From an optimization exercise on the open Yosys and OpenROAD flow, aimed at a short achievable clock period and few clock cycles per item; shortcuts taken in it are not production practice. RTL that was checked went through simulation tests only; none was proved equivalent to the original. Power and IR drop assume default switching activity.

before:
==> module ks_adder, before the edit <==
module ks_adder #(
    parameter int W = 32
) (
    input  logic [W-1:0] a_i,
    input  logic [W-1:0] b_i,
    input  logic         cin_i,
    output logic [W-1:0] sum_o,
    output logic         cout_o
);
    localparam int LV = (W < 2) ? 1 : (W < 4) ? 2 : (W < 8) ? 3 : (W < 16) ? 4 :
                        (W < 32) ? 5 : (W < 64) ? 6 : 7;  
    logic [LV:0][W:0] g, p;
    always_comb begin
        g[0][0] = cin_i;
        p[0][0] = 1'b0;
        for (int i = 0; i < W; i++) begin
            g[0][i+1] = a_i[i] & b_i[i];
            p[0][i+1] = a_i[i] ^ b_i[i];
        end
        for (int l = 0; l < LV; l++) begin
            for (int i = 0; i <= W; i++) begin
                if (i >= (1 << l)) begin
                    g[l+1][i] = g[l][i] | (p[l][i] & g[l][i - (1 << l)]);
                    p[l+1][i] = p[l][i] & p[l][i - (1 << l)];
                end else begin
                    g[l+1][i] = g[l][i];
                    p[l+1][i] = p[l][i];
                end
            end
        end
        for (int i = 0; i < W; i++) sum_o[i] = p[0][i+1] ^ g[LV][i];
        cout_o = g[LV][W];
    end
endmodule
make LEC_CHECK=0 ABC_CLOCK_PERIOD_IN_PS=2000 CAP_MARGIN=20 CORE_MARGIN=2 CORE_UTILIZATION=40 SETUP_SLACK_MARGIN=3.2 SLEW_MARGIN=20 finish   # period 5.5 ns
run.sh (not shown) runs the stock make flow with config.mk's settings and CLKGATE_MAP_FILE= SYNTH_SCRIPT=/design/flow/synth_recipe.tcl, a recipe that flattens the netlist after the stock synthesis.
Testbench counts of before, summed over its fixed seeds: cycles 3,945, items 2,400.
#### Input delta (after over before)
diff --git a/flow/design.v b/flow/design.v
--- a/flow/design.v
+++ b/flow/design.v
@@ -88,6 +88,5 @@
     output logic         cout_o
 );
-    localparam int LV = (W < 2) ? 1 : (W < 4) ? 2 : (W < 8) ? 3 : (W < 16) ? 4 :
-                        (W < 32) ? 5 : (W < 64) ? 6 : 7;  
+    localparam int LV = $clog2(W + 1);
     logic [LV:0][W:0] g, p;
     always_comb begin
## What came out
- Diff before..after | depth of the worst hold-timing path | unchanged
- after against before: period utilization held; minimum clock period after layout held; sequential share of layout area held.
- after -> before: simple-gate area share of the yosys netlist delta 0, exact match
- [compare] base=before new=after: filler-free cell count of the finished design held steady, boundary pin count held steady, register share of total power held steady.
- Delta (after minus before): total of buffers placed on input and output ports held steady; aggregate global-route resource usage held steady; design area held steady; average routed wire per standard cell held steady.
- Non-clock buffer count: after vs before identical
- As far as layout net count goes, after and before are indistinguishable; the numbers are identical.
No functional check of the RTL was part of after.

exec_top, a different RTL version from the one above (not shown whole).
Size: about 7400 cells after synthesis, about 800 flip-flops.
==> module ks_adder, before the edit <==
module ks_adder #(
    parameter int W = 32
) (
    input  logic [W-1:0] a_i,
    input  logic [W-1:0] b_i,
    input  logic         cin_i,
    output logic [W-1:0] sum_o,
    output logic         cout_o
);
    localparam int LV = $clog2(W + 1);
    logic [LV:0][W:0] g, p;
    always_comb begin
        g[0][0] = cin_i;
        p[0][0] = 1'b0;
        for (int i = 0; i < W; i++) begin
            g[0][i+1] = a_i[i] & b_i[i];
            p[0][i+1] = a_i[i] ^ b_i[i];
        end
        for (int l = 0; l < LV; l++) begin
            for (int i = 0; i <= W; i++) begin
                if (i >= (1 << l)) begin
                    g[l+1][i] = g[l][i] | (p[l][i] & g[l][i - (1 << l)]);
                    p[l+1][i] = p[l][i] & p[l][i - (1 << l)];
                end else begin
                    g[l+1][i] = g[l][i];
                    p[l+1][i] = p[l][i];
                end
            end
        end
        for (int i = 0; i < W; i++) sum_o[i] = p[0][i+1] ^ g[LV][i];
        cout_o = g[LV][W];
    end
endmodule
clock: 5.5 ns
lec_check: 0
abc_clock_period_in_ps: 2000
cap_margin: 20
core_margin: 2
core_utilization: 40
setup_slack_margin: 3.2
slew_margin: 20
Then changed:
--- a/flow/design.v
+++ b/flow/design.v
@@ -81,7 +81,8 @@
     output logic [W-1:0] sum_o,
     output logic         cout_o
 );
-    localparam int LV = $clog2(W + 1);
+    localparam int LV = (W < 2) ? 1 : (W < 4) ? 2 : (W < 8) ? 3 : (W < 16) ? 4 :
+                        (W < 32) ? 5 : (W < 64) ? 6 : 7;  
     logic [LV:0][W:0] g, p;
     always_comb begin
         g[0][0] = cin_i;
Result: The new run passed the timing, DRC and antenna checks; global-route usage stays the same; total power is unchanged; register-to-register slack hardly moves; cell area is unchanged; final cell count does not change; non-clock buffer count does not change; utilization does not change; worst hold slack stays the same; sequential power hardly moves; setup slack is unchanged.
Testbench counts after the change, summed over its fixed seeds: cycles 4,304, items 2,400.
Only the layout flow was run in the first run of this note; the RTL was not checked for function there.

==> re-timing with driven ports <==
How much do the figures lean on ideal ports? The routed layouts below were timed once more, with nothing changed but the port constraints.
Step 1, drivers: a clkbuf_16 drives clk_i and a buf_2 each remaining input, both assumed.
Step 2 also shifts input and output timing later by t, the mid clock arrival at the registers, as if the neighbouring blocks saw the same clock.
a / b / c = ideal / step 1 / step 2; a / b = the first two.
| run | t (ns) | slack for setup (ns) | worst hold slack (ns) | slew at the worst register clock pin (ns) | worst slew at a driven data input, ns |
|---|---|---|---|---|---|
| before | 0.794 | 1.347 / 1.347 / 0.871 | 0.404 / 0.404 / 0.404 | 0.08 / 0.08 | 0.27 |
| after | 0.794 | 1.347 / 1.347 / 0.871 | 0.404 / 0.404 / 0.404 | 0.08 / 0.08 | 0.27 |
| the first run of note 2 | 0.821 | 2.078 / 1.993 / 1.350 | 0.345 / 0.345 / 0.345 | 0.07 / 0.07 | 0.26 |
| the second run of note 2 | 0.821 | 2.078 / 1.993 / 1.350 | 0.345 / 0.345 / 0.345 | 0.07 / 0.07 | 0.26 |
After both steps setup and hold are still met in every run listed.
